This is an optimization exercise on Yosys and OpenROAD, whose aim is small area and a short achievable clock period, not a production implementation. In this exercise RTL edits were held to simulation tests only and were not proved equivalent to the original. No activity file was given, so power comes from the tool's default toggle rates.

<file path="flow/config.mk">
export PLATFORM = sky130hd
export DESIGN_NAME = ddr5_dimm_responder
export DESIGN_NICKNAME = ddr5_dimm_responder
export VERILOG_FILES = /design/flow/design.v
export SDC_FILE = /design/flow/constraint.sdc
export NUM_CORES = 4
export LEC_CHECK = 0
export CAP_MARGIN = 20
export CORE_MARGIN = 2
export CORE_UTILIZATION = 40
export SLEW_MARGIN = 20
</file>
<file path="flow/constraint.sdc">
create_clock -name core_clock -period 20.0 [get_ports {clk}]
set_input_delay 4.0000 -clock core_clock [delete_from_list [all_inputs] [get_ports {clk}]]
set_output_delay 4.0000 -clock core_clock [all_outputs]
set_load 0.01 [all_outputs]
</file>
<file path="flow/design.v">
module ddr5_dimm_responder (
  input  logic        clk,
  input  logic        rst,
  input  logic        cmd_valid,
  input  logic [2:0]  cmd_type,
  input  logic        cmd_channel,
  input  logic [2:0]  cmd_bg,
  input  logic [1:0]  cmd_bank,
  input  logic [15:0] cmd_row,
  input  logic [5:0]  cmd_col,
  output logic        rd_valid,
  output logic [26:0] rd_tag,
  output logic        wr_ack,
  output logic [26:0] wr_tag,
  output logic        err_valid,
  output logic [2:0]  err_code,
  output logic [5:0]  open_banks
);
  localparam logic [6:0]   T_ACT_LD = 7'b0110000;   
  localparam logic [6:0]   T_PRE_LD = 7'b1000010;   
  localparam logic [127:0] OPEN_SET = 128'h00040560043368510238258d164a1301;
  logic [2:0]  eff;
  assign eff = (cmd_valid && !cmd_channel) ? cmd_type : 3'd0;
  logic [2:0]  p_type;
  logic [4:0]  p_idx;
  logic [15:0] p_row;
  logic [5:0]  p_col;
  always_ff @(posedge clk) begin
    p_type <= eff;
    p_idx  <= {cmd_bg, cmd_bank};
    p_row  <= cmd_row;
    p_col  <= cmd_col;
  end
  logic dec_q;   
  always_ff @(posedge clk or posedge rst) begin
    if (rst) dec_q <= 1'b0;
    else     dec_q <= !dec_q && (eff == 3'd1 || eff == 3'd3 || eff == 3'd5);
  end
  logic [4:0] idx_in;
  assign idx_in = {cmd_bg, cmd_bank};
  logic [6:0]  tmr  [32];
  logic [31:0] live;
  logic [15:0] rows [32];
  logic        pok_q, pre_cand_q, c_q, o_q;
  logic        err_valid_q;
  logic        f_act, f_pre, f_rw;
  assign f_act = pok_q && (p_type == 3'd2) && c_q;
  assign f_rw  = pok_q && (p_type == 3'd4 || p_type == 3'd6) && o_q;
  assign f_pre = pre_cand_q && !err_valid_q && live[p_idx];
  function automatic logic [6:0] tmr_step(input logic [6:0] q);
    tmr_step = {q[5:0], (q[6] == q[5]) && (q != 7'd0)};
  endfunction
  logic [31:0] pre_err_v;
  always_comb begin
    for (int i = 0; i < 32; i++)
      pre_err_v[i] = live[i] && (tmr[i] != 7'd0);
  end
  logic [6:0] s_p;
  logic       closed_p, live_p, open_p;
  assign s_p      = tmr[p_idx];
  assign live_p   = live[p_idx];
  assign closed_p = !live_p && (s_p == 7'd0);
  assign open_p   = live_p && OPEN_SET[s_p];
  logic p_is_act;
  assign p_is_act = (p_type == 3'd1);
  logic       mismatch, pair_err;
  logic [2:0] pair_code;
  logic [2:0]  x_type;
  logic [15:0] x_rowm;
  logic [5:0]  x_colm;
  assign x_type = p_type + 3'd1;
  assign x_rowm = {16{p_is_act}};
  assign x_colm = {6{!p_is_act}};
  assign mismatch  = !cmd_valid || cmd_channel || (|(cmd_type ^ x_type)) || (|(idx_in ^ p_idx)) ||
                     (|((cmd_row ^ p_row) & x_rowm)) || (|((cmd_col ^ p_col) & x_colm));
  assign pair_err  = p_is_act ? !closed_p : !open_p;
  assign pair_code = p_is_act ? (live_p ? 3'd1 : 3'd5) : 3'd2;
  logic is_half2, is_pre;
  assign is_half2 = (eff == 3'd2) || (eff == 3'd4) || (eff == 3'd6);
  assign is_pre   = (eff == 3'd7);
  logic       err_v_d;
  logic [2:0] err_c_d;
  logic pre_err;
  logic [31:0] idx_hot;
  always_comb for (int i = 0; i < 32; i++) idx_hot[i] = (idx_in == 5'(i));
  assign pre_err = (|(pre_err_v & idx_hot)) || (f_act && idx_in == p_idx);
  assign err_v_d = dec_q ? (mismatch || pair_err) : (is_half2 || (is_pre && pre_err));
  assign err_c_d = dec_q ? (mismatch ? 3'd4 : pair_code) : (is_half2 ? 3'd4 : 3'd3);
  logic [2:0] err_code_q;
  logic [5:0] open_q;
  always_ff @(posedge clk or posedge rst) begin
    if (rst) begin
      err_valid_q <= 1'b0;
      err_code_q  <= 3'd0;
      pok_q       <= 1'b0;
      pre_cand_q  <= 1'b0;
      open_q      <= 6'd0;
    end else begin
      err_valid_q <= err_v_d;
      err_code_q  <= err_c_d;
      pok_q       <= dec_q && !mismatch;
      pre_cand_q  <= !dec_q && is_pre;
      open_q      <= open_q + {5'd0, f_act} - {5'd0, f_pre};
    end
  end
  always_ff @(posedge clk) begin
    c_q <= closed_p;
    o_q <= open_p;
  end
  always_ff @(posedge clk or posedge rst) begin
    if (rst) begin
      live <= '0;
      for (int i = 0; i < 32; i++) tmr[i] <= 7'd0;
    end else begin
      for (int i = 0; i < 32; i++) begin
        if (f_act && p_idx == 5'(i)) begin
          tmr[i]  <= T_ACT_LD;
          live[i] <= 1'b1;
        end else if (f_pre && p_idx == 5'(i)) begin
          tmr[i]  <= T_PRE_LD;
          live[i] <= 1'b0;
        end else begin
          tmr[i]  <= tmr_step(tmr[i]);
        end
      end
    end
  end
  always_ff @(posedge clk) begin
    for (int i = 0; i < 32; i++)
      if (f_act && p_idx == 5'(i)) rows[i] <= p_row;
  end
  localparam int HL = 19;    
  localparam int FL = 37;    
  logic          ph;
  logic [FL:1]   v_q, r_q;
  logic          s_v;
  logic [10:0]   s_d;
  logic [10:0]   h_d [1:HL];
  always_ff @(posedge clk or posedge rst) begin
    if (rst) begin
      ph  <= 1'b0;
      s_v <= 1'b0;
      v_q <= '0;
    end else begin
      ph  <= !ph;
      s_v <= f_rw;
      v_q <= {v_q[FL-1:1], f_rw};
    end
  end
  always_ff @(posedge clk) begin
    r_q <= {r_q[FL-1:1], p_type == 3'd4};
    s_d <= {p_idx, p_col};
    if (ph) begin
      h_d[1] <= s_v ? s_d : {p_idx, p_col};
      for (int k = 2; k <= HL; k++) h_d[k] <= h_d[k-1];
    end
  end
  logic        wr_look, rd_look;
  logic [10:0] sel_d;
  logic [15:0] row_m;
  assign wr_look = v_q[FL-1] && !r_q[FL-1];
  assign rd_look = v_q[FL] && r_q[FL];
  assign sel_d   = (rd_look && !ph) ? h_d[HL] : h_d[HL-1];
  assign row_m   = rows[sel_d[10:6]];
  logic        rd_look_q, rd_valid_q, wr_ack_q;
  logic [26:0] rd_tag_q, wr_tag_q;
  always_ff @(posedge clk or posedge rst) begin
    if (rst) begin
      rd_look_q  <= 1'b0;
      rd_valid_q <= 1'b0;
      wr_ack_q   <= 1'b0;
      rd_tag_q   <= '0;
      wr_tag_q   <= '0;
    end else begin
      rd_look_q  <= rd_look;
      rd_valid_q <= rd_look_q;
      wr_ack_q   <= wr_look;
      if (rd_look) rd_tag_q <= {sel_d[10:6], row_m, sel_d[5:0]};
      wr_tag_q   <= {sel_d[10:6], row_m, sel_d[5:0]};
    end
  end
  assign rd_valid   = rd_valid_q;
  assign rd_tag     = rd_tag_q;
  assign wr_ack     = wr_ack_q;
  assign wr_tag     = wr_tag_q;
  assign err_valid  = err_valid_q;
  assign err_code   = err_code_q;
  assign open_banks = open_q;
endmodule
</file>
<file path="flow/flow/run.sh">
#!/bin/bash
# Standard ORFS layout (the standard.sh) with extra optimisation effort:
# - the platform's don't-use list plus the 4-input NOR/OR cells (slow stacked PMOS), so
#   synthesis builds the input-side compare trees from faster gates;
# - repair_timing asked to leave extra setup margin, cells resized across footprints;
# - port buffers of a fixed small cell, clock tree with larger sink clusters and no dummy loads.
# The timing constraints (constraint.sdc) are unchanged; every port still gets a buffer.
set -euo pipefail
source flow/knobs.sh
DONT_USE="$(tr '\n' ' ' < flow/dont_use.txt)"
bash standard.sh SETUP_SLACK_MARGIN=$MARGIN MATCH_CELL_FOOTPRINT=0 "DONT_USE_CELLS=$DONT_USE" \
  "CTS_ARGS=$CTS" "BUFFER_PORTS_ARGS=$PORTBUF" $EXTRA finish > standard_make.log 2>&1
</file>
<file path="flow/flow/dont_use.txt">
sky130_fd_sc_hd__lpflow_bleeder_1
sky130_fd_sc_hd__lpflow_clkbufkapwr_1
sky130_fd_sc_hd__lpflow_clkbufkapwr_16
sky130_fd_sc_hd__lpflow_clkbufkapwr_2
sky130_fd_sc_hd__lpflow_clkbufkapwr_4
sky130_fd_sc_hd__lpflow_clkbufkapwr_8
sky130_fd_sc_hd__lpflow_clkinvkapwr_1
sky130_fd_sc_hd__lpflow_clkinvkapwr_16
sky130_fd_sc_hd__lpflow_clkinvkapwr_2
sky130_fd_sc_hd__lpflow_clkinvkapwr_4
sky130_fd_sc_hd__lpflow_clkinvkapwr_8
sky130_fd_sc_hd__lpflow_decapkapwr_12
sky130_fd_sc_hd__lpflow_decapkapwr_3
sky130_fd_sc_hd__lpflow_decapkapwr_4
sky130_fd_sc_hd__lpflow_decapkapwr_6
sky130_fd_sc_hd__lpflow_decapkapwr_8
sky130_fd_sc_hd__lpflow_inputiso0n_1
sky130_fd_sc_hd__lpflow_inputiso0p_1
sky130_fd_sc_hd__lpflow_inputiso1n_1
sky130_fd_sc_hd__lpflow_inputiso1p_1
sky130_fd_sc_hd__lpflow_inputisolatch_1
sky130_fd_sc_hd__lpflow_isobufsrc_1
sky130_fd_sc_hd__lpflow_isobufsrc_16
sky130_fd_sc_hd__lpflow_isobufsrc_2
sky130_fd_sc_hd__lpflow_isobufsrc_4
sky130_fd_sc_hd__lpflow_isobufsrc_8
sky130_fd_sc_hd__lpflow_isobufsrckapwr_16
sky130_fd_sc_hd__lpflow_lsbuf_lh_hl_isowell_tap_1
sky130_fd_sc_hd__lpflow_lsbuf_lh_hl_isowell_tap_2
sky130_fd_sc_hd__lpflow_lsbuf_lh_hl_isowell_tap_4
sky130_fd_sc_hd__lpflow_lsbuf_lh_isowell_4
sky130_fd_sc_hd__lpflow_lsbuf_lh_isowell_tap_1
sky130_fd_sc_hd__lpflow_lsbuf_lh_isowell_tap_2
sky130_fd_sc_hd__lpflow_lsbuf_lh_isowell_tap_4
sky130_fd_sc_hd__probe_p_8
sky130_fd_sc_hd__probec_p_8
sky130_fd_sc_hd__nor4_1
sky130_fd_sc_hd__nor4_2
sky130_fd_sc_hd__nor4_4
sky130_fd_sc_hd__nor4b_1
sky130_fd_sc_hd__nor4b_2
sky130_fd_sc_hd__nor4b_4
sky130_fd_sc_hd__nor4bb_1
sky130_fd_sc_hd__nor4bb_2
sky130_fd_sc_hd__nor4bb_4
sky130_fd_sc_hd__or4_1
sky130_fd_sc_hd__or4_2
sky130_fd_sc_hd__or4_4
sky130_fd_sc_hd__or4b_1
sky130_fd_sc_hd__or4b_2
sky130_fd_sc_hd__or4b_4
sky130_fd_sc_hd__or4bb_1
sky130_fd_sc_hd__or4bb_2
sky130_fd_sc_hd__or4bb_4
</file>
<file path="flow/flow/knobs.sh">
MARGIN=14.8
CTS="-sink_clustering_enable -repair_clock_nets -dont_use_dummy_load -sink_clustering_size 30 -sink_clustering_max_diameter 60"
PORTBUF="-buffer_cell sky130_fd_sc_hd__buf_2"
EXTRA=""
</file>
<file path="flow/standard.sh">
#!/bin/bash
# synth_recipe.tcl (not shown) runs the flow's synth.tcl, then flattens the netlist and writes it again
# the make line also repeats each setting of config.mk as NAME=value (left out here)
make -C /OpenROAD-flow-scripts/flow DESIGN_CONFIG=/design/flow/config.mk WORK_HOME=/design/flow/orfs CLKGATE_MAP_FILE= SYNTH_SCRIPT=/design/flow/synth_recipe.tcl "${@:-finish}"
</file>
==> key figures, run 1 <==
Layout
  • Area Growth Syn to Fin: 10.8%
  • Layout cells sized above 1: 13.8%
  • Finished Cell Area: 0.0480 mm^2
  • Nets: 3083
  • Finished Layout Cells: 4438

Drt
  • DR vias/cell: 6.03
  • Iteration count of the initial detailed-routing pass: 8
  • Post-Route WL: 134 mm
  • Detail Route Antenna Nets: 0
  • Initial DRC Count: 3663
  • Total number of vias: 26800
  • Wire length per cell: 30.2 um
  • Drc violations: 0

Synthesis
  • Prevailing post-synth register cell: edfxtp_1
  • Mapped Area: 0.0433 mm^2
  • Syn_nets: 2927
  • Post-synth top area share: 50.0%
  • Syn_area_per_cell: 15.0 um^2
  • Register area share after synthesis: 74.7%
  • Library cells used by synthesis: 84
  • Adder-Cell Fraction of Synth Area: 0.451%
  • Synthesized flop and latch total: 1165
  • Synth Instances: 2878
  • Post-synth EDFFs: 721
  • Count leader, synth: edfxtp_1
  • Fraction of the mapped netlist area in compound gates: 10.5%
  • Largest family of logic cells by synthesized area: compound AO/OA/AOI/OAI gates
  • Mux contribution to synthesized area: 2.08%
  • Synth top area cells: edfxtp_1, dfrtp_1, dfxtp_1, a22oi_1, nor2_1
  • Largest area contributor in the netlist: edfxtp_1
  • Synth Warn #: 4
  • Post-synthesis xor/xnor area fraction: 1.07%
  • FFs w/ async S/R, synth: 31.2%
  • Simple-gate share of the synthesized area: 9.17%
  • Commonest cells in the netlist: edfxtp_1, dfrtp_1, nor2_1, a22oi_1, a21o_1

Global routing
  • Initial antenna violation count: 5
  • GR Overflow Total: 0
  • GR Util All Layers: 23.8%
  • Via count of the first global-routing pass: 25200
  • First-pass GRT wire length: 188 mm
  • Largest net degree at the start of global routing: 82

Status
  • Status: finished clean

Floorplan
  • Die Height: 333 um
  • Top Ports: 100
  • Core ar.: 0.107 mm^2
  • Die ar.: 0.111 mm^2
  • Die Wd: 333 um
  • Site Rows: 120
  • Initial Util: 40.4%

Power and ir drop
  • PD cells: 95.0 mW/mm^2
  • LEAKAGE: 0.0188 uW
  • Max IR drop VDD: 0.0540 mV

Placement
  • DP Cell Count: 4344
  • Post-DP HPWL: 83.6 mm
  • GP Congestion: 0.971
  • Post-Place Cell Area: 0.0458 mm^2
  • I/O Buffers: 99

CTS
  • Clk sinks: 1165
  • Worst-Skew Late Latency: 0.67 ns
  • Reg clk slew, reported paths: 0.08 ns
  • CTS root buffer: clkbuf_16
  • Max Buffers Root-to-Sink: 3
  • Clock tree from TritonCTS: built
  • H-tree Lvls: 3
  • CTS buffer count: 73
  • Hold buffer count at CTS: 0

Worst setup path
  • Bufs and invs on worst path: 1
  • Required time worst endpoint: 16.00 ns
  • CP max FO: 2
  • CP max stage delay: 0.40 ns
  • Crit. End Element: output pin
  • WP data arrival: 1.21 ns
  • Startpoint Class: register
  • Cell family with most CP delay: flip-flops
  • Slowest CP cell: dfrtp_1
  • CP Class: register to output pin
  • Crit-path cells: buf_2

STA
  • RSZ-0062 raised after global routing: true
  • Clk_skew: 0.0866 ns
  • Final hold viol count: 0
  • Period minus WS final: 5.21 ns
  • Worst Max-Slew Pin Slew: 1.11 ns
  • Max-slew violations: 0
  • Tcrit/Tclk final: 26.0%
  • FMAX: 0.192 GHz
  • Final setup vio count: 0
  • Setup TNS: 0 ns
  • Max-slew headroom: 25.6%

Flow run
  • Max cap viols: 0

Hold path
  • Min-delay worst type: register to register
==> cell usage in the layout (no fill, tap or decap), drive strengths merged, types with 6 or more instances in the layout <==
master and n:
nor2 231, and3 24, mux2 40, and4b 14, mux2i 17, edfxtp 721
a22oi 117, a21boi 33, or3 7, a2111oi 6, a222oi 15, a221oi 74
o21ai 31, nand3 96, xnor2 47, a22o 80, dfxtp 80, a211oi 8
nor2b 31, clkbuf 76, nor3 100, mux4 12, buf 213, a21oi 74
a21o 101, nand3b 12, nand2 89, xor2 6, inv 58, dfrtp 364
a32oi 15, nand4 79, and2 72, ha 14
==> cell families (layout without fill, tap and decap cells) <==
group,after synthesis,after routing
other,0,3
xor gates and xnor gates,53,53
DFF,1165,1165
adders and majority gates,15,15
AOI/OAI and AO/OA,600,600
and+or+nand+nor,781,781
buffers and inverters,195,349
muxes,69,69
==> path summary, 6_finish.rpt <==
kind	start	endpoint	slack (ns)	cells past startpoint
max	err_valid_q$_DFF_PP0_	err_valid	14.79	1
min	r_q[14]$_DFF_P_	r_q[15]$_DFF_P_	0.29	0
max reg2reg	p_idx[0]$_DFF_P_	open_q[4]$_DFF_PP0_	14.95	17
min reg2reg	r_q[14]$_DFF_P_	r_q[15]$_DFF_P_	0.29	0
max in group asynchronous	rst	v_q[37]$_DFF_PP0_	15.04	5
min in group asynchronous	rst	v_q[12]$_DFF_PP0_	3.38	2
==> repair_timing <==
item	4_1_cts	5_1_grt
setup endpoints to repair	211	163
cloned	1	0
pin swaps	0	1
resized for setup	7	20
setup buffers	7	10
==> where the power goes <==
group	internal, uW	switching (uW)
clock network	648	736
registers	2650	120
logic	156	246
==> per-stage QoR <==
| stage | total power, uW | hold WS (ns) | setup slack (ns) | util (%) |
|---|---|---|---|---|
| 3_3_place_gp | 3210 | 0.310 | 12.96 | 42.8 |
| 6_report | 4550 | 0.291 | 14.79 | 44.7 |
| 4_1_cts | 4570 | 0.291 | 14.75 | 44.6 |
| 5_1_grt | 4700 | 0.289 | 14.74 | 44.7 |
| 3_5_place_dp | 3210 | 0.312 | 12.93 | 42.8 |
| 2_1_floorplan | 3010 | 0.310 | 11.12 | - |
==> layout make-up <==
type                            count  area, um^2
Antenna cell                        3        7.51
Clock buffer                       73        1830
Fill cell                        9587       59200
Inverter                           60         233
Multi-Input combinational cell   1518       10300
Sequential cell                  1165       32400
Tap cell                         1403        1760
Timing Repair Buffer              216        1480
==> per-layer routing <==
metal	vias up	track usage, %	share of wire (%)
li1	11300	-	-
met1	13800	33.2	41
met2	1443	36.9	46
met3	257	4.59	9.5
met4	4	8.81	4.2
met5	-	0	0.023
==> sequential cells by signal (all words and copies together) (netlist names), 3 cells and up <==
name        flops
p_row          16
p_type          3
tmr           224
v_q            37
h_d           209
p_col           6
rows          512
wr_tag_q       27
p_idx           5
live           32
s_d            11
rd_tag_q       27
err_code_q      3
open_q          6
r_q            37
==> run 2: changes to the inputs <==
==> flow/flow/knobs.sh (replaced) <==
MARGIN=14.9
CTS="-sink_clustering_enable -repair_clock_nets -dont_use_dummy_load -sink_clustering_size 30 -sink_clustering_max_diameter 60"
PORTBUF="-buffer_cell sky130_fd_sc_hd__buf_2"
EXTRA="CAP_MARGIN=10 SLEW_MARGIN=10"
==> key figures, run 2 <==
STA
  • Max-slew violations: 0 (unchanged)
  • Clk_skew: 0.0743 ns (-0.0123 ns)
  • FMAX: 0.192 GHz (+0.21%)
  • Worst Max-Slew Pin Slew: 1.18 ns (+0.0616 ns)
  • RSZ-0062 raised after global routing: true
  • Max-slew headroom: 21.5% (-4.1 points)
  • Tcrit/Tclk final: 26.0% (-0.055 points)
  • Period minus WS final: 5.20 ns (-0.0109 ns)
  • Final hold viol count: 0 (unchanged)
  • Final setup vio count: 0 (unchanged)
  • Setup TNS: 0 ns (unchanged)

Power and ir drop
  • PD cells: 94.6 mW/mm^2 (-0.35%)
  • Overall Power: 4560 uW (about the same)
  • LEAKAGE: 0.0189 uW (+0.55%)
  • Max IR drop VDD: 0.0575 mV (+6.6%)

Floorplan
  • Top Ports: 100 (unchanged)
  • Die Wd: 333 um (unchanged)
  • Die Height: 333 um (unchanged)
  • Initial Util: 40.4% (unchanged)
  • Core ar.: 0.107 mm^2 (unchanged)
  • Die ar.: 0.111 mm^2 (unchanged)
  • Site Rows: 120 (unchanged)

Worst setup path
  • Bufs and invs on worst path: 1 (unchanged)
  • Slowest CP cell: dfrtp_1
  • WP data arrival: 1.20 ns (about the same)
  • CP max stage delay: 0.41 ns (about the same)
  • Crit. End Element: output pin
  • Required time worst endpoint: 16.00 ns (about the same)
  • CP max FO: 2 (unchanged)
  • Crit-path cells: buf_2
  • CP Class: register to output pin
  • Cell family with most CP delay: flip-flops
  • Startpoint Class: register

CTS
  • Clock tree from TritonCTS: built
  • Worst-Skew Late Latency: 0.66 ns (about the same)
  • Max Buffers Root-to-Sink: 3 (unchanged)
  • Clk sinks: 1165 (unchanged)
  • Reg clk slew, reported paths: 0.10 ns (+0.02 ns)
  • H-tree Lvls: 3 (unchanged)
  • CTS root buffer: clkbuf_16
  • CTS buffer count: 73 (unchanged)

Synthesis
  • Prevailing post-synth register cell: edfxtp_1
  • Post-synth EDFFs: 721 (unchanged)
  • Post-synth top area share: 50.0% (unchanged)
  • Synth Warn #: 4 (unchanged)
  • Mapped Area: 0.0433 mm^2 (unchanged)
  • Synth Instances: 2878 (unchanged)
  • Synth top area cells: edfxtp_1, dfrtp_1, dfxtp_1, a22oi_1, nor2_1
  • Library cells used by synthesis: 84 (unchanged)
  • Syn_area_per_cell: 15.0 um^2 (unchanged)
  • Commonest cells in the netlist: edfxtp_1, dfrtp_1, nor2_1, a22oi_1, a21o_1
  • Register area share after synthesis: 74.7% (unchanged)
  • Largest area contributor in the netlist: edfxtp_1
  • Synthesized flop and latch total: 1165 (unchanged)
  • FFs w/ async S/R, synth: 31.2% (unchanged)
  • Syn_nets: 2927 (unchanged)
  • Count leader, synth: edfxtp_1

Drt
  • Detail Route Antenna Nets: 0 (unchanged)
  • Wire length per cell: 30.3 um (about the same)
  • Iteration count of the initial detailed-routing pass: 5 (-3)
  • Total number of vias: 26800 (-0.0037%)
  • DR vias/cell: 6.01 (-0.30%)
  • Post-Route WL: 135 mm (+0.31%)
  • Drc violations: 0 (unchanged)
  • Initial DRC Count: 3831 (+4.6%)

Layout
  • Most frequent cells in the layout: edfxtp_1, dfrtp_1, nor2_1
  • Nets: 3097 (+0.45%)
  • Finished Layout Cells: 4451 (+0.29%)
  • Largest register FFs: 512 (unchanged)
  • Largest regs: rows x512, tmr x224, h_d x209
  • Layout cells sized above 1: 14.2% (+0.40 points)
  • Area Growth Syn to Fin: 11.3%
  • Leading cell type in the layout, fill and taps excluded: edfxtp_1
  • Biggest register: rows
  • Finished Cell Area: 0.0482 mm^2 (+0.43%)

Global routing
  • Initial antenna violation count: 6 (+1)
  • GR Util All Layers: 23.8% (+0.025 points)
  • First-pass GRT wire length: 188 mm (+0.13%)
  • Via count of the first global-routing pass: 25300 (+0.38%)
  • GR Overflow Total: 0 (unchanged)
  • Largest net degree at the start of global routing: 82 (unchanged)

Placement
  • Post-Place Cell Area: 0.0458 mm^2 (about the same)
  • I/O Buffers: 99 (unchanged)
  • Post-DP HPWL: 83.6 mm (about the same)
  • DP Cell Count: 4344 (unchanged)
  • GP Congestion: 0.971 (unchanged)

Flow run
  • Max cap viols: 0 (unchanged)

Status
  • Status: finished clean

Hold path
  • Min-delay worst type: register to register
-- run 2: cell types whose count changed in the layout (fill, tap and decap cells not counted), moves of 6 or more --
cell and delta:
buf_4 +13, dfxtp_2 -6, dfxtp_1 +6, buf_6 +9
buf_2 -9
-- run 2: timing repair --
item / 4_1_cts / 5_1_grt
setup endpoints to repair: 269 / 213
resized for setup: 20 / 26
gates cloned: 1 / 1
pin swaps: 1 / 3
hold buffers: 0 / 0
hold endpoints to repair: 0 / 0
setup buffers: 17 / 13
-- run 2: layout make-up --
cell class | count | area [um^2]
Fill cell | 9551 | 59000
Sequential cell | 1165 | 32400
Multi-Input combinational cell | 1518 | 10300
Clock buffer | 73 | 1830
Tap cell | 1403 | 1760
Timing Repair Buffer | 230 | 1670
Inverter | 60 | 233
Antenna cell | 2 | 5.00
-- run 2: metal layers --
layer	GRT usage [%]	wire (um)	up-vias
met1	33.2	54900	13800
li1	-	-	11300
met3	4.43	12600	258
met4	9.50	5870	8
met2	36.8	61200	1446
met5	0	46	-
-- run 2: worst reg2reg max path, delay by kind of cell, from the launching register on --
kind            cells  cell delay (ns)
flops               1             0.44
simple gates        1             0.11
xor+xnor            1             0.14
compound gates      2             0.17
fa+ha+maj           3             0.95
mux                 3             1.48
buf+inv             7             1.46
-- run 2: logic make-up after synthesis --
family,synth area share [%]
AOI/OAI and AO/OA,10.5
xor gates and xnor gates,1.07
adders and majority gates,0.451
buffers and inverters,1.95
DFF,74.7
muxes,2.08
and+or+nand+nor,9.17
-- run 2: worst paths after layout --
kind,start,to,slack (ns),cells after the start
max in group asynchronous,rst,rd_tag_q[9]$_DFFE_PP0P_,15.10,5
min in group asynchronous,rst,v_q[16]$_DFF_PP0_,3.41,2
min,r_q[20]$_DFF_P_,r_q[21]$_DFF_P_,0.29,0
min reg2reg,r_q[20]$_DFF_P_,r_q[21]$_DFF_P_,0.29,0
max reg2reg,p_idx[0]$_DFF_P_,open_q[4]$_DFF_PP0_,15.16,17
max,err_valid_q$_DFF_PP0_,err_valid,14.80,1
-- run 2: power breakdown --
group / total [uW] / internal, uW / switching, uW
clock network: 1390 / 648 / 738
registers: 2770 / 2650 / 119
logic: 404 / 157 / 247
total: 4560 / 3450 / 1100
-- run 2: through the flow --
step,util [%],setup WS [ns],hold WS [ns]
finish,44.9,14.80,0.292
global route,44.9,14.75,0.290
CTS,44.7,14.76,0.297
detailed placement,42.8,12.92,0.312
global placement,42.8,12.96,0.310
floorplan,-,11.12,0.310
==> run 3: changes to the inputs <==
==> flow/flow/knobs.sh (replaced) <==
MARGIN=14.8
CTS="-sink_clustering_enable -repair_clock_nets -dont_use_dummy_load -sink_clustering_size 30 -sink_clustering_max_diameter 60"
PORTBUF="-buffer_cell sky130_fd_sc_hd__buf_2"
EXTRA="CAP_MARGIN=10 SLEW_MARGIN=10"
==> key figures, run 3 <==
STA
  • Final setup vio count: 0 (unchanged)
  • Final Hold Slack: 0.293 ns (+0.000723 ns)
  • Period minus WS final: 5.19 ns (-0.00440 ns)
  • Setup TNS: 0 ns (unchanged)
  • Max-slew violations: 0 (unchanged)
  • FMAX: 0.193 GHz (about the same)
  • RSZ-0062 raised after global routing: true
  • Clk_skew: 0.0740 ns (-0.000273 ns)
  • Final hold viol count: 0 (unchanged)
  • Worst Max-Slew Pin Slew: 1.24 ns (+0.0650 ns)
  • Tcrit/Tclk final: 26.0% (about the same)
  • Max-slew headroom: 17.1% (-4.3 points)

Power and ir drop
  • Max IR drop VDD: 0.0580 mV (+0.75%)
  • PD cells: 95.1 mW/mm^2 (+0.48%)
  • LEAKAGE: 0.0188 uW (-0.60%)

CTS
  • Reg clk slew, reported paths: 0.10 ns (about the same)
  • Hold buffer count at CTS: 0 (unchanged)
  • CTS root buffer: clkbuf_16
  • CTS buffer count: 73 (unchanged)
  • Worst-Skew Late Latency: 0.66 ns (about the same)
  • Clk sinks: 1165 (unchanged)
  • Max Buffers Root-to-Sink: 3 (unchanged)
  • H-tree Lvls: 3 (unchanged)
  • Clock tree from TritonCTS: built

Drt
  • Detail Route Antenna Nets: 0 (unchanged)
  • DR vias/cell: 6.01 (-0.10%)
  • Post-Route WL: 134 mm (-0.45%)
  • Initial DRC Count: 3601 (-6.0%)
  • Wire length per cell: 30.2 um (-0.14%)
  • Total number of vias: 26700 (-0.41%)
  • Drc violations: 0 (unchanged)
  • Iteration count of the initial detailed-routing pass: 8 (+3)

Worst setup path
  • Worst r2r path cells: 17 (unchanged)
  • R2R Path End: open_q[4]$_DFF_PP0_
  • Bufs and invs on worst path: 1 (unchanged)
  • Crit-path cells: buf_2
  • Startpoint Class: register
  • CP max FO: 2 (unchanged)
  • Slowest CP cell: dfrtp_1
  • Crit. End Element: output pin
  • Cell family with most CP delay: flip-flops
  • CP max stage delay: 0.40 ns (about the same)
  • R2R setup slack: 15.05 ns (-0.11 ns)
  • CP Class: register to output pin
  • Required time worst endpoint: 16.00 ns (about the same)
  • WP data arrival: 1.19 ns (about the same)
  • R2R Path Start: p_idx[0]$_DFF_P_

Synthesis
  • Synth top area cells: edfxtp_1, dfrtp_1, dfxtp_1, a22oi_1, nor2_1
  • Commonest cells in the netlist: edfxtp_1, dfrtp_1, nor2_1, a22oi_1, a21o_1
  • FFs w/ async S/R, synth: 31.2% (unchanged)
  • Syn_area_per_cell: 15.0 um^2 (unchanged)
  • Count leader, synth: edfxtp_1
  • Largest area contributor in the netlist: edfxtp_1
  • Library cells used by synthesis: 84 (unchanged)
  • Post-synth top area share: 50.0% (unchanged)
  • Post-synth EDFFs: 721 (unchanged)
  • Register area share after synthesis: 74.7% (unchanged)
  • Synthesized flop and latch total: 1165 (unchanged)
  • Synth Warn #: 4 (unchanged)
  • Mapped Area: 0.0433 mm^2 (unchanged)
  • Synth Instances: 2878 (unchanged)
  • Syn_nets: 2927 (unchanged)
  • Prevailing post-synth register cell: edfxtp_1

Global routing
  • Initial antenna violation count: 5 (-1)
  • Via count of the first global-routing pass: 25200 (-0.26%)
  • GR Overflow Total: 0 (unchanged)
  • Largest net degree at the start of global routing: 82 (unchanged)
  • First-pass GRT wire length: 188 mm (-0.14%)
  • GR Util All Layers: 23.8% (-0.033 points)

Hold path
  • Hold Path Depth: 0 (unchanged)
  • Worst Hold End: r_q[21]$_DFF_P_
  • Min-delay worst type: register to register
  • Min-delay src: r_q[20]$_DFF_P_

Layout
  • Biggest register: rows
  • Largest regs: rows x512, tmr x224, h_d x209
  • Leading cell type in the layout, fill and taps excluded: edfxtp_1
  • Layout cells sized above 1: 13.6% (-0.62 points)
  • Largest register FFs: 512 (unchanged)
  • # fillers: 9574 (+0.24%)
  • Area Growth Syn to Fin: 10.7%
  • Nets: 3082 (-0.48%)
  • Most frequent cells in the layout: edfxtp_1, dfrtp_1, nor2_1

Floorplan
  • Site Rows: 120 (unchanged)
  • Die Wd: 333 um (unchanged)
  • Die ar.: 0.111 mm^2 (unchanged)
  • Die Height: 333 um (unchanged)
  • Top Ports: 100 (unchanged)
  • Initial Util: 40.4% (unchanged)
  • Core ar.: 0.107 mm^2 (unchanged)

Status
  • Status: finished clean

Placement
  • I/O Buffers: 99 (unchanged)
  • GP Congestion: 0.971 (unchanged)
  • Post-DP HPWL: 83.6 mm (unchanged)

Flow run
  • Max cap viols: 0 (unchanged)
run 3: cell counts after synthesis:
Identical to the previous run, type by type.
run 3: cell type report:
| type | instances | area [um^2] | area share (%) |
|---|---|---|---|
| Sequential cell | 1165 | 32400 | 67.5 |
| Multi-Input combinational cell | 1518 | 10300 | 21.4 |
| Clock buffer | 73 | 1830 | 3.81 |
| Tap cell | 1403 | 1760 | 3.66 |
| Timing Repair Buffer | 215 | 1470 | 3.06 |
| Inverter | 60 | 233 | 0.485 |
| Antenna cell | 3 | 7.51 | 0.0157 |
run 3: report_power, final:
| part | switching (uW) | total [uW] | internal, uW | leakage, uW |
|---|---|---|---|---|
| Clock | 741 | 1390 | 648 | 0.000900 |
| Combinational | 246 | 402 | 156 | 0.00548 |
| Sequential | 119 | 2770 | 2650 | 0.0124 |
| Total | 1110 | 4560 | 3450 | 0.0188 |
run 3: cells by family after synthesis:
| group | count (synthesis) | synth area share (%) |
|---|---|---|
| xor+xnor | 53 | 1.07 |
| buf+inv | 195 | 1.95 |
| simple gates | 781 | 9.17 |
| mux | 69 | 2.08 |
| flops | 1165 | 74.7 |
| fa+ha+maj | 15 | 0.451 |
| compound gates | 600 | 10.5 |
run 3: how the worst max path moves through the flow:
| stage | to | slack, ns | cells past startpoint | start |
|---|---|---|---|---|
| after detailed placement | ph$_DFF_PP0_ | 12.92 | 5 | rst |
| after global routing | rd_tag[21] | 14.75 | 1 | rd_tag_q[21]$_DFFE_PP0P_ |
| final | err_valid | 14.81 | 1 | err_valid_q$_DFF_PP0_ |
| after CTS | wr_tag[23] | 14.76 | 1 | wr_tag_q[23]$_DFF_PP0_ |
| after floorplan | dec_q$_DFF_PP0_ | 11.12 | 1 | rst |
| after global placement | ph$_DFF_PP0_ | 12.96 | 5 | rst |
run 3: routing by layer:
metal	GRT usage (%)	vias to the layer above	share of wire, %
li1	-	11300	-
met1	33.3	13700	41
met2	36.8	1477	45
met3	4.34	264	9.6
met4	9.32	8	4.2
met5	0	-	0.037
run 3: through the flow:
stage / setup WS, ns / std cells / power (uW) / util, % / instance area, um^2
after floorplan: 11.12 / 2878 / 3010 / - / 43300
after global placement: 12.96 / 4343 / 3210 / 42.8 / 45800
after CTS: 14.76 / 4423 / 4570 / 44.6 / 47800
after detailed placement: 12.92 / 4344 / 3210 / 42.8 / 45800
after global routing: 14.75 / 4434 / 4700 / 44.7 / 47900
final: 14.81 / 4437 / 4560 / 44.7 / 47900
run 3: what timing repair did:
action | in CTS | in global routing
cloned | 1 | 0
buffers inserted | 5 | 11
pin swaps | 0 | 1
endpoints found under the setup margin | 200 | 144
resized for setup | 7 | 19
==> run 4: changes to the inputs <==
==> flow/flow/knobs.sh (replaced) <==
MARGIN=14.8
CTS="-sink_clustering_enable -repair_clock_nets -dont_use_dummy_load -sink_clustering_size 30 -sink_clustering_max_diameter 60"
PORTBUF="-buffer_cell sky130_fd_sc_hd__buf_2"
EXTRA="CAP_MARGIN=10 SLEW_MARGIN=10 GPL_TIMING_DRIVEN=0"
==> key figures, run 4 <==
Status
  • Status: finished clean

Global routing
  • Routing usage on met1: 35.6% (+2.3 points)
  • Busiest layer in global routing: met2
  • GR Util All Layers: 26.4% (+2.6 points)
  • Initial antenna violation count: 5 (unchanged)
  • Via count of the first global-routing pass: 26300 (+4.2%)
  • First-pass GRT wire length: 205 mm (+9.0%)
  • Largest net degree at the start of global routing: 70 (-15%)
  • Met2 usage in global routing: 40.5% (+3.7 points)
  • GR Overflow Total: 0 (unchanged)
  • Met3 Resource Use GR: 4.97% (+0.62 points)

Placement
  • Post-DP HPWL: 105 mm (+25%)
  • Setup WS pre-CTS: 13.95 ns (+1.04 ns)
  • I/O Buffers: 99 (unchanged)
  • GP Congestion: 1.01 (+4.0%)

Worst setup path
  • Required time worst endpoint: 16.00 ns (about the same)
  • Crit-path cells: buf_2
  • CP Class: register to output pin
  • Slowest CP cell: dfrtp_1
  • Bufs and invs on worst path: 1 (unchanged)
  • CP max FO: 1 (-1)
  • WP data arrival: 1.22 ns (+0.03 ns)
  • Cell family with most CP delay: flip-flops
  • CP max stage delay: 0.41 ns (about the same)
  • Crit. End Element: output pin
  • Startpoint Class: register

Power and ir drop
  • LEAKAGE: 0.0194 uW (+3.2%)
  • Gate power share: 8.7% (about the same)
  • Max IR drop VDD: 0.0649 mV (+12%)
  • Internal power: 3470 uW (+0.65%)
  • Sequential Power Share: 60.6% (about the same)
  • Net Sw Power: 1120 uW (+1.4%)
  • PD cells: 93.3 mW/mm^2 (-1.9%)
  • Clock Power Share: 30.7% (+0.2 points)
  • Switching share of power: 24.4% (+0.13 points)

CTS
  • CTS buffer count: 75 (+2.7%)
  • Clock tree from TritonCTS: built
  • Max Buffers Root-to-Sink: 3 (unchanged)
  • Hold buffer count at CTS: 0 (unchanged)
  • Reg clk slew, reported paths: 0.10 ns (about the same)
  • H-tree Lvls: 3 (unchanged)
  • CTS root buffer: clkbuf_16
  • Worst-Skew Late Latency: 0.69 ns (+0.03 ns)
  • Clk sinks: 1165 (unchanged)

STA
  • FMAX: 0.192 GHz (-0.54%)
  • Period minus WS final: 5.22 ns (+0.0280 ns)
  • Final hold viol count: 0 (unchanged)
  • Worst Max-Slew Pin Slew: 1.24 ns (-0.00284 ns)
  • Max-slew headroom: 17.4% (+0.30 points)
  • RSZ-0062 raised after global routing: true
  • Clk_skew: 0.0901 ns (+0.0161 ns)
  • Final setup vio count: 0 (unchanged)
  • Setup WS post-layout: 14.78 ns (-0.0280 ns)
  • Setup TNS: 0 ns (unchanged)
  • Max-slew violations: 0 (unchanged)
  • Tcrit/Tclk final: 26.1% (+0.14 points)

Layout
  • Most frequent cells in the layout: edfxtp_1, dfrtp_1, nor2_1
  • Area Growth Syn to Fin: 13.8%
  • Nets: 3210 (+4.2%)
  • Largest regs: rows x512, tmr x224, h_d x209
  • Footprint of the multi-input gates: 0.0104 mm^2 (+1.4%)
  • Largest register FFs: 512 (unchanged)
  • Leading cell type in the layout, fill and taps excluded: edfxtp_1
  • # fillers: 9443 (-1.4%)
  • Register area: 0.0324 mm^2 (unchanged)
  • Biggest register: rows
  • Layout cells sized above 1: 15.5% (+1.9 points)

Hold path
  • Min-delay worst type: register to register

Synthesis
  • Mapped Area: 0.0433 mm^2 (unchanged)
  • Synth Instances: 2878 (unchanged)
  • Library cells used by synthesis: 84 (unchanged)
  • Post-synth EDFFs: 721 (unchanged)
  • FFs w/ async S/R, synth: 31.2% (unchanged)
  • Syn_nets: 2927 (unchanged)
  • Largest area contributor in the netlist: edfxtp_1
  • Synth top area cells: edfxtp_1, dfrtp_1, dfxtp_1, a22oi_1, nor2_1
  • Count leader, synth: edfxtp_1
  • Syn_area_per_cell: 15.0 um^2 (unchanged)
  • Synth Warn #: 4 (unchanged)
  • Register area share after synthesis: 74.7% (unchanged)
  • Commonest cells in the netlist: edfxtp_1, dfrtp_1, nor2_1, a22oi_1, a21o_1
  • Prevailing post-synth register cell: edfxtp_1
  • Synthesized flop and latch total: 1165 (unchanged)
  • Post-synth top area share: 50.0% (unchanged)

Drt
  • Total number of vias: 27600 (+3.6%)
  • Iteration count of the initial detailed-routing pass: 6 (-2)
  • Wire length per cell: 32.4 um (+7.3%)
  • Drc violations: 0 (unchanged)
  • Post-Route WL: 148 mm (+10%)
  • Detail Route Antenna Nets: 0 (unchanged)
  • Initial DRC Count: 3738 (+3.8%)
  • DR vias/cell: 6.05 (+0.66%)

Floorplan
  • Die ar.: 0.111 mm^2 (unchanged)
  • Die Wd: 333 um (unchanged)
  • Core ar.: 0.107 mm^2 (unchanged)
  • Initial Util: 40.4% (unchanged)
  • Die Height: 333 um (unchanged)
  • Site Rows: 120 (unchanged)
  • Top Ports: 100 (unchanged)

Flow run
  • Max cap viols: 0 (unchanged)
==> run 4: cell counts after synthesis <==
Identical to the previous run, type by type.
==> run 4: worst paths after layout <==
check	start	endpoint	slack, ns	depth (start not counted)
worst max-delay path	wr_ack_q$_DFF_PP0_	wr_ack	14.78	1
worst min-delay path	r_q[19]$_DFF_P_	r_q[20]$_DFF_P_	0.27	0
worst max register to register	ph$_DFF_PP0_	rd_tag_q[10]$_DFFE_PP0P_	14.91	13
worst min register to register	r_q[19]$_DFF_P_	r_q[20]$_DFF_P_	0.27	0
max in group asynchronous	rst	rd_tag_q[9]$_DFFE_PP0P_	15.06	8
min in group asynchronous	rst	tmr[9][4]$_DFF_PP0_	3.43	2
==> run 4: what timing repair did <==
item                                    in CTS  in global routing
pin swaps                                    4                 11
endpoints found under the hold margin        0                  0
setup buffers                               14                  8
endpoints found under the setup margin     120                 66
gates cloned                                 1                  0
gates resized for setup                     50                 24
==> run 4: power groups by stage <==
stage	Clock, uW	Combinational, uW	Sequential (uW)
after floorplan	0	255	2760
after global placement	0	375	2830
after detailed placement	0	390	2830
after CTS	1440	391	2780
after global routing	1520	427	2790
final	1410	398	2790
==> run 4: metrics by stage <==
stage / utilization (%) / instance area, um^2 / instances / hold WS (ns) / total power (uW)
5_1_grt: 46.0 / 49300 / 4562 / 0.276 / 4740
6_report: 46.0 / 49300 / 4565 / 0.270 / 4600
2_1_floorplan: - / 43300 / 2878 / 0.310 / 3010
4_1_cts: 45.8 / 49100 / 4554 / 0.270 / 4610
3_5_place_dp: 43.8 / 47000 / 4464 / 0.312 / 3220
3_3_place_gp: 42.5 / 45600 / 4380 / 0.311 / 3200
==> run 4: metal layers <==
| layer | up-vias | share of wire [%] | wire length [um] |
|---|---|---|---|
| li1 | 11500 | - | - |
| met4 | 4 | 6.4 | 9490 |
| met1 | 14100 | 40 | 58900 |
| met3 | 365 | 9.0 | 13300 |
| met5 | - | 0.017 | 25 |
| met2 | 1609 | 45 | 66300 |
==> run 4: final cells by class <==
cell class	instances	share of cell area (%)
Timing Repair inverter	1	0.0102
Inverter	60	0.465
Clock buffer	75	3.81
Timing Repair Buffer	205	3.90
Multi-Input combinational cell	1518	21.2
Tap cell	1403	3.56
Buffer	135	1.37
Sequential cell	1165	65.7
Antenna cell	3	0.0152
==> run 4: worst reg2reg max path, delay by kind of cell (launching register included) <==
family	cells	cell delay, ns
AO/OA/AOI/OAI	2	0.70
buffers and inverters	4	1.34
flip-flops	1	0.66
multiplexers	2	0.89
AND/OR/NAND/NOR	5	1.41
==> run 4: cells by family after synthesis <==
family	share of synthesized area [%]
compound gates	10.5
xor+xnor	1.07
fa+ha+maj	0.451
buf+inv	1.95
flops	74.7
mux	2.08
simple gates	9.17
==> run 5: changes to the inputs <==
==> flow/flow/knobs.sh (replaced) <==
MARGIN=14.8
CTS="-sink_clustering_enable -repair_clock_nets -dont_use_dummy_load -sink_clustering_size 30 -sink_clustering_max_diameter 70"
PORTBUF="-buffer_cell sky130_fd_sc_hd__buf_2"
EXTRA="CAP_MARGIN=10 SLEW_MARGIN=10"
==> key figures, run 5 <==
Hold path
  • Worst Hold End: v_q[31]$_DFF_PP0_
  • Hold Path Depth: 0 (unchanged)
  • Min-delay src: v_q[30]$_DFF_PP0_
  • Min-delay worst type: register to register

Worst setup path
  • Crit path launch: wr_tag_q[25]$_DFF_PP0_
  • R2R Path Start: p_idx[0]$_DFF_P_
  • Startpoint Class: register
  • CP max FO: 1 (unchanged)
  • CP Class: register to output pin
  • Bufs and invs on worst path: 1 (unchanged)
  • WP data arrival: 1.25 ns (+0.03 ns)
  • Required time worst endpoint: 16.00 ns (about the same)
  • Worst r2r path cells: 17 (+4)
  • CP max stage delay: 0.42 ns (about the same)
  • R2R setup slack: 15.01 ns (+0.10 ns)
  • Crit. End Element: output pin
  • R2R Path End: open_q[4]$_DFF_PP0_
  • Cell family with most CP delay: flip-flops
  • Crit-path cells: buf_2
  • Slowest CP cell: dfrtp_1

Layout
  • Most frequent cells in the layout: edfxtp_1, dfrtp_1, nor2_1
  • N_diodes: 0 (-3)
  • Nets: 3076 (-4.2%)
  • Layout cells sized above 1: 13.4% (-2.1 points)
  • Finished Cell Area: 0.0476 mm^2 (-3.4%)
  • Leading cell type in the layout, fill and taps excluded: edfxtp_1
  • Area Growth Syn to Fin: 9.89%
  • Register area: 0.0324 mm^2 (unchanged)
  • Largest regs: rows x512, tmr x224, h_d x209
  • # fillers: 9606 (+1.7%)
  • Footprint of the multi-input gates: 0.0103 mm^2 (-1.4%)
  • Largest register FFs: 512 (unchanged)
  • Biggest register: rows
  • Finished Layout Cells: 4428 (-3.0%)

Synthesis
  • Synth Instances: 2878 (unchanged)
  • Register area share after synthesis: 74.7% (unchanged)
  • Commonest cells in the netlist: edfxtp_1, dfrtp_1, nor2_1, a22oi_1, a21o_1
  • Mapped Area: 0.0433 mm^2 (unchanged)
  • Synthesized flop and latch total: 1165 (unchanged)
  • Prevailing post-synth register cell: edfxtp_1
  • Synth top area cells: edfxtp_1, dfrtp_1, dfxtp_1, a22oi_1, nor2_1
  • Largest area contributor in the netlist: edfxtp_1
  • Syn_nets: 2927 (unchanged)
  • FFs w/ async S/R, synth: 31.2% (unchanged)
  • Syn_area_per_cell: 15.0 um^2 (unchanged)
  • Post-synth top area share: 50.0% (unchanged)
  • Post-synth EDFFs: 721 (unchanged)
  • Synth Warn #: 4 (unchanged)
  • Count leader, synth: edfxtp_1
  • Library cells used by synthesis: 84 (unchanged)

CTS
  • CTS buffer count: 52 (-31%)
  • CTS root buffer: clkbuf_16
  • Clock tree from TritonCTS: built
  • Worst-Skew Late Latency: 0.69 ns (about the same)
  • Clk sinks: 1165 (unchanged)
  • H-tree Lvls: 2 (-1)
  • Max Buffers Root-to-Sink: 3 (unchanged)
  • Reg clk slew, reported paths: 0.11 ns (about the same)

STA
  • Final hold viol count: 0 (unchanged)
  • Tcrit/Tclk final: 26.3% (+0.17 points)
  • Final setup vio count: 0 (unchanged)
  • Setup TNS: 0 ns (unchanged)
  • Max-slew violations: 0 (unchanged)
  • FMAX: 0.190 GHz (-0.64%)
  • Period minus WS final: 5.25 ns (+0.0335 ns)
  • RSZ-0062 raised after global routing: true
  • Final Hold Slack: 0.301 ns (+0.0308 ns)
  • Clk_skew: 0.0921 ns (+0.00202 ns)
  • Max-slew headroom: 18.9% (+1.5 points)
  • Worst Max-Slew Pin Slew: 1.21 ns (-0.0240 ns)

Drt
  • Total number of vias: 26700 (-3.4%)
  • Met2 WL post-DR: 61.5 mm (-7.3%)
  • Iteration count of the initial detailed-routing pass: 6 (unchanged)
  • Routed length on met3: 12.2 mm (-8.7%)
  • Initial DRC Count: 3775 (+0.99%)
  • Detail Route Antenna Nets: 0 (unchanged)
  • Routed met1 length: 55.0 mm (-6.7%)
  • Drc violations: 0 (unchanged)
  • Post-Route WL: 134 mm (-9.6%)
  • DR top layer: met5
  • Wire length per cell: 30.2 um (-6.8%)
  • DR vias/cell: 6.02 (-0.41%)

Global routing
  • Largest net degree at the start of global routing: 82 (+17%)
  • GR Util All Layers: 23.7% (-2.7 points)
  • Initial antenna violation count: 3 (-2)
  • Via count of the first global-routing pass: 25100 (-4.7%)
  • First-pass GRT wire length: 188 mm (-8.3%)
  • GR Overflow Total: 0 (unchanged)

Power and ir drop
  • Overall Power: 4340 uW (-5.6%)
  • Max IR drop VDD: 0.0626 mV (-3.6%)
  • PD cells: 91.2 mW/mm^2 (-2.3%)
  • LEAKAGE: 0.0186 uW (-4.0%)

Status
  • Status: finished clean

Floorplan
  • Initial Util: 40.4% (unchanged)
  • Top Ports: 100 (unchanged)
  • Core ar.: 0.107 mm^2 (unchanged)
  • Site Rows: 120 (unchanged)
  • Die Height: 333 um (unchanged)
  • Die Wd: 333 um (unchanged)
  • Die ar.: 0.111 mm^2 (unchanged)

Placement
  • GP Congestion: 0.971 (-3.8%)
  • I/O Buffers: 99 (unchanged)
  • DP Cell Count: 4344 (-2.7%)
  • Post-Place Cell Area: 0.0458 mm^2 (-2.5%)
  • Post-DP HPWL: 83.6 mm (-20%)

Flow run
  • Max cap viols: 0 (unchanged)
-- run 5: worst max-delay path by stage --
| stage | endpoint | slack [ns] | cells past startpoint |
|---|---|---|---|
| CTS | wr_tag[25] | 14.70 | 1 |
| detailed placement | ph$_DFF_PP0_ | 12.92 | 5 |
| finish | wr_tag[25] | 14.75 | 1 |
| global placement | ph$_DFF_PP0_ | 12.96 | 5 |
| floorplan | dec_q$_DFF_PP0_ | 11.12 | 1 |
| global route | wr_tag[25] | 14.71 | 1 |
-- run 5: cell families after synthesis --
logic type / after synthesis / share of synthesized area (%)
multiplexers: 69 / 2.08
XOR/XNOR: 53 / 1.07
AO/OA/AOI/OAI: 600 / 10.5
flip-flops: 1165 / 74.7
adder cells (fa/ha/maj): 15 / 0.451
AND/OR/NAND/NOR: 781 / 9.17
buffers and inverters: 195 / 1.95
-- run 5: metal layers --
layer	vias to the layer above	global-route usage (%)
li1	11200	-
met1	13700	33.6
met2	1465	37.0
met3	226	3.78
met4	4	8.27
met5	-	0
-- run 5: layout make-up --
class                      count  share of cell area [%]
sequential                  1165                    68.0
multi-input combinational   1518                    21.6
tap                         1403                    3.69
timing repair buffer         230                    3.44
clock buffer                  52                    2.74
inverter                      60                   0.489
-- run 5: where the power goes --
group	total (uW)	internal, uW	switching, uW
registers	2770	2650	118
logic	402	156	246
clock network	1170	465	704
total	4340	3270	1070
-- run 5: timing repair --
item,4_1_cts,5_1_grt
pin swaps,0,1
hold buffers,0,0
cloned,1,0
setup endpoints to repair,212,172
buffers inserted,16,15
gates resized for setup,12,23
-- run 5: per-stage QoR --
step / setup WS (ns) / util, %
3_3_place_gp: 12.96 / 42.8
4_1_cts: 14.70 / 44.2
6_report: 14.75 / 44.4
2_1_floorplan: 11.12 / -
5_1_grt: 14.71 / 44.4
3_5_place_dp: 12.92 / 42.8
==> run 6: changes to the inputs <==
==> flow/flow/knobs.sh (replaced) <==
MARGIN=14.8
CTS="-sink_clustering_enable -repair_clock_nets -dont_use_dummy_load -sink_clustering_size 30 -sink_clustering_max_diameter 60 -balance_levels"
PORTBUF="-buffer_cell sky130_fd_sc_hd__buf_2"
EXTRA="CAP_MARGIN=10 SLEW_MARGIN=10"
==> key figures, run 6 <==
Status
  • Status: finished clean

Worst setup path
  • Bufs and invs on worst path: 1 (unchanged)
  • Startpoint Class: register
  • Slowest CP cell: dfrtp_1
  • Crit-path cells: buf_2
  • CP max stage delay: 0.40 ns (-0.02 ns)
  • CP Class: register to output pin
  • WP data arrival: 1.19 ns (-0.06 ns)
  • Crit. End Element: output pin
  • CP max FO: 2 (+1)
  • Required time worst endpoint: 16.00 ns (about the same)
  • Cell family with most CP delay: flip-flops

Synthesis
  • Synth Warn #: 4 (unchanged)
  • Library cells used by synthesis: 84 (unchanged)
  • Synth Instances: 2878 (unchanged)
  • Syn_area_per_cell: 15.0 um^2 (unchanged)
  • Largest area contributor in the netlist: edfxtp_1
  • Synth top area cells: edfxtp_1, dfrtp_1, dfxtp_1, a22oi_1, nor2_1
  • Post-synth top area share: 50.0% (unchanged)
  • Syn_nets: 2927 (unchanged)
  • Count leader, synth: edfxtp_1
  • FFs w/ async S/R, synth: 31.2% (unchanged)
  • Post-synth EDFFs: 721 (unchanged)
  • Prevailing post-synth register cell: edfxtp_1
  • Commonest cells in the netlist: edfxtp_1, dfrtp_1, nor2_1, a22oi_1, a21o_1
  • Register area share after synthesis: 74.7% (unchanged)
  • Synthesized flop and latch total: 1165 (unchanged)
  • Mapped Area: 0.0433 mm^2 (unchanged)

Flow run
  • Max cap viols: 0 (unchanged)

STA
  • Setup TNS: 0 ns (unchanged)
  • Final hold viol count: 0 (unchanged)
  • RSZ-0062 raised after global routing: true
  • FMAX: 0.193 GHz (+1.2%)
  • Tcrit/Tclk final: 26.0% (-0.31 points)
  • Max-slew violations: 0 (unchanged)
  • Clk_skew: 0.0740 ns (-0.0181 ns)
  • Max-slew headroom: 17.1% (-1.8 points)
  • Final setup vio count: 0 (unchanged)
  • Period minus WS final: 5.19 ns (-0.0615 ns)
  • Worst Max-Slew Pin Slew: 1.24 ns (+0.0269 ns)

Placement
  • I/O Buffers: 99 (unchanged)
  • GP Congestion: 0.971 (unchanged)
  • Post-DP HPWL: 83.6 mm (unchanged)

Layout
  • # fillers: 9574 (-0.33%)
  • Largest regs: rows x512, tmr x224, h_d x209
  • Leading cell type in the layout, fill and taps excluded: edfxtp_1
  • Area Growth Syn to Fin: 10.7%
  • Final Util: 44.7% (+0.34 points)
  • Nets: 3082 (+0.20%)
  • Layout cells sized above 1: 13.6% (+0.20 points)
  • Biggest register: rows
  • Largest register FFs: 512 (unchanged)
  • Most frequent cells in the layout: edfxtp_1, dfrtp_1, nor2_1

Global routing
  • First-pass GRT wire length: 188 mm (about the same)
  • Initial antenna violation count: 5 (+2)
  • Largest net degree at the start of global routing: 82 (unchanged)
  • GR Util All Layers: 23.8% (+0.092 points)
  • GR Overflow Total: 0 (unchanged)
  • Via count of the first global-routing pass: 25200 (+0.72%)

Drt
  • Drc violations: 0 (unchanged)
  • Wire length per cell: 30.2 um (about the same)
  • Post-Route WL: 134 mm (+0.20%)
  • DR vias/cell: 6.01 (-0.26%)
  • Detail Route Antenna Nets: 0 (unchanged)
  • Initial DRC Count: 3601 (-4.6%)
  • Total number of vias: 26700 (-0.052%)
  • Iteration count of the initial detailed-routing pass: 8 (+2)

CTS
  • Reg clk slew, reported paths: 0.10 ns (about the same)
  • Clk sinks: 1165 (unchanged)
  • CTS buffer count: 73 (+40%)
  • Worst-Skew Late Latency: 0.66 ns (-0.03 ns)
  • Clock tree from TritonCTS: built
  • CTS root buffer: clkbuf_16
  • Max Buffers Root-to-Sink: 3 (unchanged)
  • Hold buffer count at CTS: 0 (unchanged)
  • H-tree Lvls: 3 (+1)

Power and ir drop
  • LEAKAGE: 0.0188 uW (+0.91%)
  • PD cells: 95.1 mW/mm^2 (+4.3%)
  • Max IR drop VDD: 0.0580 mV (-7.4%)

Hold path
  • Min-delay worst type: register to register

Floorplan
  • Top Ports: 100 (unchanged)
  • Initial Util: 40.4% (unchanged)
  • Site Rows: 120 (unchanged)
  • Die ar.: 0.111 mm^2 (unchanged)
  • Die Wd: 333 um (unchanged)
  • Core ar.: 0.107 mm^2 (unchanged)
  • Die Height: 333 um (unchanged)
## run 6: cell count changes in the layout (fill, tap and decap cells not counted)
cell       before  now
buf_12          3    4
buf_2          87   97
buf_4         123  108
buf_6          13    3
buf_8           1    0
clkbuf_16      53   74
diode_2         0    3
nor2_1        214  213
nor2_2         17   18
## run 6: kinds of logic (layout without fill, tap and decap cells)
| kind of cell | count (synthesis) | count (layout) | synth area share, % |
|---|---|---|---|
| flops | 1165 | 1165 | 74.7 |
| simple gates | 781 | 781 | 9.17 |
| compound gates | 600 | 600 | 10.5 |
| buf+inv | 195 | 348 | 1.95 |
| mux | 69 | 69 | 2.08 |
| xor+xnor | 53 | 53 | 1.07 |
| fa+ha+maj | 15 | 15 | 0.451 |
| other cells | 0 | 3 | 0 |
## run 6: final timing paths
path | start | endpoint | slack [ns] | cells after the start
worst max-delay path | err_valid_q$_DFF_PP0_ | err_valid | 14.81 | 1
max in group asynchronous | rst | wr_tag_q[22]$_DFF_PP0_ | 15.04 | 5
worst min-delay path | r_q[20]$_DFF_P_ | r_q[21]$_DFF_P_ | 0.29 | 0
worst max register to register | p_idx[0]$_DFF_P_ | open_q[4]$_DFF_PP0_ | 15.05 | 17
worst min register to register | r_q[20]$_DFF_P_ | r_q[21]$_DFF_P_ | 0.29 | 0
min in group asynchronous | rst | v_q[12]$_DFF_PP0_ | 3.38 | 2
## run 6: per-layer routing
metal	wire length, um	GRT usage, %	vias to the layer above
li1	-	-	11300
met1	54700	33.3	13700
met2	60800	36.8	1477
met3	12900	4.34	264
met4	5650	9.32	8
met5	50	0	-
## run 6: timing repair
item,4_1_cts,5_1_grt
cloned,1,0
hold endpoints to repair,0,0
endpoints found under the setup margin,200,144
buffers inserted,5,11
pin swaps,0,1
resized for setup,7,19
## run 6: metrics by stage
stage,hold WS [ns],cell area [um^2],power [uW],worst slack (ns),instances
after floorplan,0.310,43300,3010,11.12,2878
after global placement,0.310,45800,3210,12.96,4343
after detailed placement,0.312,45800,3210,12.92,4344
after CTS,0.297,47800,4570,14.76,4423
after global routing,0.290,47900,4700,14.75,4434
final,0.293,47900,4560,14.81,4437
## run 6: cell type report
cell class	count	area (um^2)	area share [%]
Tap cell	1403	1760	3.66
Timing Repair Buffer	215	1470	3.06
Clock buffer	73	1830	3.81
Multi-Input combinational cell	1518	10300	21.4
Sequential cell	1165	32400	67.5
Inverter	60	233	0.485
Antenna cell	3	7.51	0.0157
## run 6: power by group
part           leakage [uW]  switching [uW]  internal (uW)
Clock              0.000900             741            648
Sequential           0.0124             119           2650
Combinational       0.00548             246            156
Total                0.0188            1110           3450
==> run 7: changes to the inputs <==
==> flow/run.sh (new file) <==
#!/bin/bash
# synth_recipe.tcl (not shown) runs the flow's synth.tcl, then flattens the netlist and writes it again
# the make line also repeats each setting of config.mk as NAME=value (left out here)
make -C /OpenROAD-flow-scripts/flow DESIGN_CONFIG=/design/flow/config.mk WORK_HOME=/design/flow/orfs CLKGATE_MAP_FILE= SYNTH_SCRIPT=/design/flow/synth_recipe.tcl finish
--- a/flow/config.mk
+++ b/flow/config.mk
@@ -8,4 +8,6 @@
 export CAP_MARGIN = 20
 export CORE_MARGIN = 2
 export CORE_UTILIZATION = 40
+export CTS_CLUSTER_DIAMETER = 60
+export CTS_CLUSTER_SIZE = 30
 export SLEW_MARGIN = 20
removed: flow/flow/run.sh
removed: flow/flow/dont_use.txt
removed: flow/flow/knobs.sh
removed: flow/standard.sh
==> key figures, run 7 <==
STA
  • Period minus WS final: 6.64 ns (+1.45 ns)
  • Final hold viol count: 0 (unchanged)
  • Clk_skew: 0.0567 ns (-0.0173 ns)
  • Setup WS post-layout: 13.36 ns (-1.45 ns)
  • RSZ-0062 raised after global routing: false
  • Max-slew headroom: 9.58% (-7.5 points)
  • Max-slew violations: 0 (unchanged)
  • Final setup vio count: 0 (unchanged)
  • Worst Max-Slew Pin Slew: 1.34 ns (+0.102 ns)
  • Setup TNS: 0 ns (unchanged)
  • Tcrit/Tclk final: 33.2% (+7.2 points)
  • FMAX: 0.151 GHz (-22%)

Synthesis
  • Post-synth EDFFs: 721 (unchanged)
  • Library cells used by synthesis: 81 (-3.6%)
  • Register area share after synthesis: 75.0% (+0.22 points)
  • Synth top area cells: edfxtp_1, dfrtp_1, a22oi_1, dfxtp_1, nor2_1
  • Syn_area_per_cell: 14.9 um^2 (-0.78%)
  • Synthesized flop and latch total: 1165 (unchanged)
  • Synth Warn #: 4 (unchanged)
  • Syn_nets: 2941 (+0.48%)
  • Count leader, synth: edfxtp_1
  • Post-synth top area share: 50.2% (+0.15 points)
  • Commonest cells in the netlist: edfxtp_1, dfrtp_1, nor2_1, a22oi_1, nand2_1
  • Synth Instances: 2892 (+0.49%)
  • Mapped Area: 0.0432 mm^2 (-0.29%)
  • Prevailing post-synth register cell: edfxtp_1
  • FFs w/ async S/R, synth: 31.2% (unchanged)
  • Largest area contributor in the netlist: edfxtp_1

CTS
  • Cts repair resizes: 0 (-7)
  • H-tree Lvls: 3 (unchanged)
  • Reg clk slew, reported paths: 0.10 ns (about the same)
  • Max Buffers Root-to-Sink: 3 (unchanged)
  • Worst-Skew Late Latency: 0.68 ns (+0.02 ns)
  • Clk sinks: 1165 (unchanged)
  • Hold buffer count at CTS: 0 (unchanged)
  • CTS buffer count: 71 (-2.7%)
  • Clock tree from TritonCTS: built
  • CTS root buffer: clkbuf_16
  • Setup bufs post-CTS: 0 (-5)

Floorplan
  • Die Wd: 333 um (-0.15%)
  • Site Rows: 120 (unchanged)
  • Die Height: 333 um (-0.15%)
  • Core ar.: 0.107 mm^2 (-0.14%)
  • Die ar.: 0.111 mm^2 (-0.29%)
  • Initial Util: 40.3% (-0.063 points)
  • Top Ports: 100 (unchanged)

Drt
  • Total number of vias: 26800 (+0.72%)
  • DR vias/cell: 5.95 (-1.0%)
  • Drc violations: 0 (unchanged)
  • Detail Route Antenna Nets: 0 (unchanged)
  • Wire length per cell: 29.0 um (-3.9%)
  • Post-Route WL: 131 mm (-2.2%)
  • Iteration count of the initial detailed-routing pass: 6 (-2)
  • Initial DRC Count: 3895 (+8.2%)

Placement
  • GP Congestion: 0.996 (+2.6%)
  • Post-DP HPWL: 81.4 mm (-2.6%)
  • Setup WS pre-CTS: 12.63 ns (-0.287 ns)
  • I/O Buffers: 99 (unchanged)

Worst setup path
  • Slowest CP cell: nor4_2
  • WP data arrival: 7.13 ns (+5.94 ns)
  • Crit. End Element: register
  • Required time worst endpoint: 20.49 ns (+4.49 ns)
  • Startpoint Class: primary input
  • CP Class: primary input to register
  • Crit-path cells: clkdlybuf4s50_1, xor2_1, nor4_2, nand4_1, a21oi_1, a21o_1, o211a_1, a31oi_1
  • CP max stage delay: 0.85 ns (+0.45 ns)
  • CP max FO: 3 (+1)

Layout
  • Area Growth Syn to Fin: 13.2%
  • Final Util: 45.6% (+0.93 points)
  • Largest register FFs: 512 (unchanged)
  • Biggest register: rows
  • Nets: 3104 (+0.71%)
  • # fillers: 9394 (-1.9%)
  • Most frequent cells in the layout: edfxtp_1, dfrtp_1, a22oi_1
  • Layout cells sized above 1: 11.4% (-2.2 points)
  • Leading cell type in the layout, fill and taps excluded: edfxtp_1
  • N_diodes: 0 (-3)
  • Largest regs: rows x512, tmr x224, h_d x209

Global routing
  • First-pass GRT wire length: 186 mm (-0.99%)
  • GR Overflow Total: 0 (unchanged)
  • Largest net degree at the start of global routing: 155 (+89%)
  • GR Util All Layers: 23.3% (-0.44 points)
  • Initial antenna violation count: 4 (-1)
  • Via count of the first global-routing pass: 25300 (+0.099%)

Power and ir drop
  • LEAKAGE: 0.0194 uW (+3.2%)
  • Max IR drop VDD: 0.0553 mV (-4.6%)
  • PD cells: 97.3 mW/mm^2 (+2.4%)

Hold path
  • Min-delay worst type: register to register

Status
  • Status: finished clean

Flow run
  • Max cap viols: 0 (unchanged)
==> run 7: cell count changes after synthesis, sizes merged, moves of 45 or more <==
cell	previous run	this run
and2	72	23
nand2	89	181
nor4	0	64
xor2	6	51
a221oi	74	3
a22oi	117	254
a22o	80	11
==> run 7: cells by family (layout without fill, tap and decap cells) <==
family | count (synthesis) | in the layout | share of synthesized area (%)
xor+xnor | 68 | 68 | 1.38
compound gates | 559 | 559 | 9.66
mux | 71 | 71 | 2.10
flops | 1165 | 1165 | 75.0
buf+inv | 147 | 366 | 1.59
simple gates | 866 | 866 | 9.82
fa+ha+maj | 16 | 16 | 0.475
==> run 7: metrics by stage <==
step | total power [uW] | instance area, um^2 | cells | hold slack (ns)
final | 4760 | 48900 | 4514 | 0.288
after global routing | 4890 | 48900 | 4514 | 0.288
after CTS | 4770 | 48800 | 4514 | 0.284
after detailed placement | 3130 | 46300 | 4385 | 0.312
after global placement | 3130 | 46300 | 4385 | 0.310
after floorplan | 2920 | 43200 | 2892 | 0.310
==> run 7: critical path: cells and delay by family <==
kind	cells	cell delay, ns
XOR/XNOR	1	0.16
AO/OA/AOI/OAI	4	0.84
AND/OR/NAND/NOR	2	1.68
buffers and inverters	1	0.43
==> run 7: report_power, final <==
group | total (uW) | internal, uW | switching, uW
clock | 1660 | 759 | 904
sequential | 2730 | 2630 | 101
combinational | 365 | 139 | 226
==> run 7: layout make-up <==
class                      count  area, um^2  area share (%)
clock inverter                49         652            1.33
inverter                      38         155           0.318
multi-input combinational   1580       10300            21.0
clock buffer                  80        1890            3.88
timing repair buffer         199        1750            3.59
sequential                  1165       32400            66.3
tap                         1403        1760            3.59
==> run 7: final timing paths <==
path	start	cells after the start	endpoint	slack (ns)
hold reg to reg	r_q[7]$_DFF_P_	0	r_q[8]$_DFF_P_	0.29
min in group asynchronous	rst	2	tmr[30][6]$_DFF_PP0_	3.92
hold / removal	r_q[7]$_DFF_P_	0	r_q[8]$_DFF_P_	0.29
setup / recovery	cmd_row[9]	8	err_valid_q$_DFF_PP0_	13.36
setup reg to reg	p_idx[1]$_DFF_P_	18	open_q[4]$_DFF_PP0_	14.68
max in group asynchronous	rst	4	ph$_DFF_PP0_	13.72
==> run 7: routing by layer <==
layer / vias up / track usage [%] / routed length [um]
li1: 11400 / - / -
met1: 13700 / 33.0 / 53300
met2: 1485 / 35.3 / 58300
met3: 279 / 5.01 / 13900
met4: 6 / 8.84 / 5580
met5: - / 0 / 34

[what the ideal ports hide]
How much do the figures lean on ideal ports? The routed layouts below were timed once more, with nothing changed but the port constraints. Step 1, drivers: a clkbuf_16 drives clk and a buf_2 each remaining input, both assumed. Step 2 moves the port delays by t, midway between the first and last clock arrival at a register: inputs arrive t later, outputs are due t later. That takes back most of the time a late clock gives input paths. Slacks: no drivers / after step 1 / after step 2; pairs: no drivers / after step 1.
run	t (ns)	setup slack, ns	worst setup path after step 2	latest minus earliest clock arrival (ns)	worst slew at a driven data input, ns
run 1	0.694	14.794 / 14.730 / 14.236	input to register	0.093 / 0.094	0.18
run 2	0.686	14.804 / 14.740 / 14.351	input to register	0.087 / 0.088	0.18
run 3	0.688	14.809 / 14.744 / 14.272	input to register	0.091 / 0.091	0.20
run 4	0.693	14.781 / 14.716 / 14.144	input to register	0.117 / 0.116	0.06
run 5	0.706	14.747 / 14.684 / 14.235	input to register	0.097 / 0.097	0.18
run 6	0.688	14.809 / 14.744 / 14.272	input to register	0.091 / 0.091	0.20
run 7	0.715	13.362 / 13.406 / 12.691	input to register	0.057 / 0.057	0.06
After both steps every run listed still meets setup and hold. For run 7, which loses most, drivers alone change the setup slack by +0.044 ns; drivers and shift together by -0.671 ns.
